Context: an optimization exercise on an open-source flow, tuned for small area and a short achievable clock period. The choices shown serve that exercise and are no tape-out recipe. RTL that was checked went through simulation tests only; none was proved equivalent to the original. Power is estimated from default activity; no workload was simulated.

// cpu_top
module cpu_top (
    input  logic        clk,
    input  logic        reset,
    input  logic        run,
    input  logic        prog_valid,
    input  logic [15:0] prog_addr,
    input  logic [31:0] prog_word,
    output logic        prog_ready,
    output logic        retire_valid,
    output logic [31:0] retire_pc,
    output logic [31:0] retire_instr,
    output logic        retire_we,
    output logic [4:0]  retire_rd,
    output logic [31:0] retire_value
);
Size: roughly 160 I/O pins.
clock: 13.0 ns
lec_check: 0
cap_margin: 20
core_margin: 2
core_utilization: 40
setup_slack_margin: 1.0
slew_margin: 20
synth_hierarchical: 1
standard.sh (not shown) runs the stock make flow with config.mk's settings and CLKGATE_MAP_FILE= SYNTH_SCRIPT=/design/flow/synth_recipe.tcl, a recipe that flattens the netlist after the stock synthesis.
==> flow/flow/run.sh <==
#!/bin/bash
# Own layout flow: the standard synthesis, then every combinational cell set to its
# smallest size, then the standard ORFS layout with timing repair aimed well below the clock
# period, small clock-tree buffers and plain port buffers.
set -euo pipefail
R=orfs/results/$FLOW_PLATFORM/cpu_top/base
KNOBS=(
  "SETUP_SLACK_MARGIN=7.5"
  "TNS_END_PERCENT=10"
  "CTS_BUF_LIST=sky130_fd_sc_hd__clkbuf_16"
  "CTS_CLUSTER_SIZE=24"
  "CTS_CLUSTER_DIAMETER=80"
  "PRE_IO_PLACEMENT_TCL=$PWD/flow/io.tcl"
  "BUFFER_PORTS_ARGS=-buffer_cell sky130_fd_sc_hd__buf_2"
)
bash standard.sh synth > log_synth.txt 2>&1
RESULTS=$R openroad -no_init -exit flow/downsize.tcl > log_downsize.txt 2>&1
touch $R/1_synth.sdc
bash standard.sh "${KNOBS[@]}" finish > log_layout.txt 2>&1
Other scripts of this flow, unchanged in this note and not shown: flow/flow/downsize.tcl, flow/flow/io.tcl
The first run completed without violations.
Edit:
--- a/flow/flow/run.sh
+++ b/flow/flow/run.sh
@@ -8,2 +8,2 @@
-  "SETUP_SLACK_MARGIN=7.5"
-  "TNS_END_PERCENT=10"
+  "SETUP_SLACK_MARGIN=7.2"
+  "TNS_END_PERCENT=100"
=> Clock power stays flat; worst setup slack improved by 0.068 ns; wire length goes down by a few percent; clock-buffer cell count goes down by 6; global-route usage goes down by 1.3 points; worst hold slack improved by 0.0080 ns; total power stays flat; combinational power goes down by a few percent; maximum frequency goes up slightly; flip-flop and latch count stays the same; final cell count stays flat.
No run of this note included a check of the RTL's function; only the layout flow was run.

* * *

Setup of v17:
Another version of the RTL of cpu_top (not shown whole).
Size: about 8000 cells after synthesis, about 160 I/O pins, roughly 0.13 mm^2 of cells after synthesis.
export LEC_CHECK = 0
export CAP_MARGIN = 20
export CORE_MARGIN = 2
export CORE_UTILIZATION = 40
export SETUP_SLACK_MARGIN = 1.0
export SLEW_MARGIN = 20
export SYNTH_HIERARCHICAL = 1
create_clock -name core_clock -period 13.0 [get_ports {clk}]
==> flow/flow/run.sh <==
#!/bin/bash
# Own layout flow: the standard synthesis, then every combinational cell set to its
# smallest size, then the standard ORFS layout with timing repair aimed well below the clock
# period, small clock-tree buffers and plain port buffers.
set -euo pipefail
R=orfs/results/$FLOW_PLATFORM/cpu_top/base
KNOBS=(
  "SETUP_SLACK_MARGIN=7.5"
  "TNS_END_PERCENT=10"
  "CTS_BUF_LIST=sky130_fd_sc_hd__clkbuf_16"
  "CTS_CLUSTER_SIZE=24"
  "CTS_CLUSTER_DIAMETER=80"
  "PRE_IO_PLACEMENT_TCL=$PWD/flow/io.tcl"
  "BUFFER_PORTS_ARGS=-buffer_cell sky130_fd_sc_hd__buf_2"
)
bash standard.sh synth > log_synth.txt 2>&1
RESULTS=$R openroad -no_init -exit flow/downsize.tcl > log_downsize.txt 2>&1
touch $R/1_synth.sdc
bash standard.sh "${KNOBS[@]}" finish > log_layout.txt 2>&1
==> flow/flow/downsize.tcl <==
# Area recovery before floorplanning: every combinational cell of the synthesized netlist is
# set to the smallest cell of its own family (same logic function, e.g. a22oi_2 -> a22oi_1).
# Flip-flops and tie cells are left as synthesis made them. Timing repair later sizes up
# the cells that need it.
set results $::env(RESULTS)
read_db $results/1_synth.odb
set db [ord::get_db]
set block [ord::get_db_block]

proc family {name} {
    if {[regexp {^(sky130_fd_sc_hd__[a-z0-9]+)_([0-9]+)$} $name -> base drive]} {
        return $base
    }
    return ""
}

set skip {df edf sdf sedf dl conb tap fill decap lpflow probe clkdly dlygate}
array set best {}
array set best_area {}
foreach lib [$db getLibs] {
    foreach m [$lib getMasters] {
        set n [$m getName]
        set fam [family $n]
        if {$fam eq ""} { continue }
        set a [expr {double([$m getWidth]) * [$m getHeight]}]
        if {![info exists best($fam)] || $a < $best_area($fam)} {
            set best($fam) $m
            set best_area($fam) $a
        }
    }
}

set swapped 0
set kept 0
foreach inst [$block getInsts] {
    set m [$inst getMaster]
    set n [$m getName]
    set fam [family $n]
    if {$fam eq ""} { incr kept; continue }
    set short [string range $fam 17 end]
    set hit 0
    foreach s $skip {
        if {[string match "${s}*" $short]} { set hit 1; break }
    }
    if {$hit} { incr kept; continue }
    # the last gates of the load-data path to retire_value keep drive strength 2
    set keep 0
    foreach it [$inst getITerms] {
        if {[$it isOutputSignal] && [$it getNet] ne "NULL"} {
            set nn [[$it getNet] getName]
            foreach pat {ld_n* wb* retire_value* u_rs?_rd.bit_*.lo_n u_rs?_rd.bit_*.hi_n a\[* b\[*} {
                if {[string match $pat $nn]} { set keep 1 }
            }
        }
    }
    if {$keep} {
        set m2 [$db findMaster "${fam}_2"]
        if {$m2 ne "NULL"} { $inst swapMaster $m2; incr swapped }
        continue
    }
    set a [expr {double([$m getWidth]) * [$m getHeight]}]
    if {$best_area($fam) < $a} {
        $inst swapMaster $best($fam)
        incr swapped
    }
}
puts "downsize: swapped $swapped instances, kept $kept"
write_db $results/1_synth.odb
Other scripts of this flow, unchanged in this note and not shown: flow/flow/io.tcl
diff inputs: v17 => v36
-- flow/flow/run.sh --
<<< v17, line 10
  "CTS_BUF_LIST=sky130_fd_sc_hd__clkbuf_16"
  "CTS_CLUSTER_SIZE=24"
  "CTS_CLUSTER_DIAMETER=80"
  "PRE_IO_PLACEMENT_TCL=$PWD/flow/io.tcl"
>>> v36, line 10
  "CTS_BUF_LIST=sky130_fd_sc_hd__clkbuf_16"
  "CTS_CLUSTER_SIZE=28"
  "CTS_CLUSTER_DIAMETER=90"
  "PRE_IO_PLACEMENT_TCL=$PWD/flow/io.tcl"
-- flow/flow/downsize.tcl --
<<< v17, line 50
            set nn [[$it getNet] getName]
            foreach pat {ld_n* wb* retire_value* u_rs?_rd.bit_*.lo_n u_rs?_rd.bit_*.hi_n a\[* b\[*} {
                if {[string match $pat $nn]} { set keep 1 }
>>> v36, line 50
            set nn [[$it getNet] getName]
            foreach pat {ld_n* wb* retire_value* u_rs?_rd.bit_*.t2* u_rs?_rd.bit_*.lo_n u_rs?_rd.bit_*.hi_n a\[* b\[*} {
                if {[string match $pat $nn]} { set keep 1 }
[summary]
The top fanout value on the critical path in v36 sits 28 above the value recorded for v17.
Compared with v17, in v36 total power stayed essentially flat; clock-buffer cell count fell by 12; pre-CTS setup slack rose by 0.55 ns.
For v59, these inputs were changed with respect to v36:
-- flow/flow/run.sh --
<<< v36, line 10
  "CTS_BUF_LIST=sky130_fd_sc_hd__clkbuf_16"
  "CTS_CLUSTER_SIZE=28"
  "CTS_CLUSTER_DIAMETER=90"
  "PRE_IO_PLACEMENT_TCL=$PWD/flow/io.tcl"
>>> v59, line 10
  "CTS_BUF_LIST=sky130_fd_sc_hd__clkbuf_16"
  "CTS_CLUSTER_SIZE=24"
  "CTS_CLUSTER_DIAMETER=80"
  "PRE_IO_PLACEMENT_TCL=$PWD/flow/io.tcl"
Results
v59 completed; timing, DRC and antenna clean. v36: all stages complete, timing, DRC and antenna checks passed. v59 -> v36: netlist area before placement flat. v59 reports its critical-path cell with the highest stage delay as sky130_fd_sc_hd__buf_6 while v36 reports sky130_fd_sc_hd__nor2_2. v59 vs. v36: number of cells in the finished layout apart from fillers has increased; routed wire length has increased; power has increased; fraction of power consumed by the clock network has increased.
The inputs of v3 differ from those of v59 as listed below.
-- flow/flow/run.sh --
<<< v59, line 7
KNOBS=(
  "SETUP_SLACK_MARGIN=7.5"
  "TNS_END_PERCENT=10"
  "CTS_BUF_LIST=sky130_fd_sc_hd__clkbuf_16"
>>> v3, line 7
KNOBS=(
  "SETUP_SLACK_MARGIN=7.2"
  "TNS_END_PERCENT=100"
  "CTS_BUF_LIST=sky130_fd_sc_hd__clkbuf_16"
-- flow/flow/downsize.tcl --
<<< v59, line 50
            set nn [[$it getNet] getName]
            foreach pat {ld_n* wb* retire_value* u_rs?_rd.bit_*.t2* u_rs?_rd.bit_*.lo_n u_rs?_rd.bit_*.hi_n a\[* b\[*} {
                if {[string match $pat $nn]} { set keep 1 }
>>> v3, line 50
            set nn [[$it getNet] getName]
            foreach pat {ld_n* wb* retire_value* u_rs?_rd.bit_*.lo_n u_rs?_rd.bit_*.hi_n a\[* b\[*} {
                if {[string match $pat $nn]} { set keep 1 }
## What came out
Summary of v3 over v59: share of the final layout cell area in sequential cells increased 0.87 points; instance count after placement with tap cells included decreased about 0.33%; via total after detailed routing essentially unchanged. Delta (v3 minus v59): clock-buffer cell count lower, number of ordinary and repair buffers in the finished layout fell about 5%, summed area of non-filler cells in the final layout went down by 0.0021 mm^2, x dimension of the die went down. v3 finished all stages; the layout is clean.

port drivers added, routing unchanged:
Ports are ideal in the flow. The routed layouts listed here were re-timed in OpenROAD.
Step 1 (the two cells are an assumption about what drives the block):
set clk [get_ports {clk}]
set_driving_cell -lib_cell sky130_fd_sc_hd__clkbuf_16 $clk
set_driving_cell -lib_cell sky130_fd_sc_hd__buf_2 [delete_from_list [all_inputs] $clk]
Step 2 times the ports against the registers' clock, not the clock port: input delays grow and output delays shrink by t, the midpoint of the rising clock arrivals with the driver on.
a / b / c = no drivers / after step 1 / after step 2; a / b = the first two.
| run | shift t [ns] | slack for setup (ns) | clock arrival spread, ns | worst slew at a driven data input, ns |
|---|---|---|---|---|
| the first run of note 1 | 1.013 | 6.856 / 6.693 / 5.680 | 0.115 / 0.114 | 0.30 |
| the second run of note 1 | 1.002 | 6.924 / 6.605 / 5.606 | 0.124 / 0.124 | 0.44 |
| v17 | 1.000 | 6.989 / 6.875 / 5.874 | 0.083 / 0.083 | 0.37 |
| v36 | 0.998 | 7.066 / 6.751 / 5.813 | 0.101 / 0.100 | 0.41 |
| v59 | 1.004 | 7.009 / 6.726 / 5.865 | 0.117 / 0.117 | 0.42 |
| v3 | 1.002 | 7.002 / 6.897 / 5.896 | 0.079 / 0.079 | 0.36 |
After both steps every run listed still meets setup and hold. For the second run of note 1, which loses most, drivers alone change the setup slack by -0.319 ns; drivers and shift together by -1.318 ns.
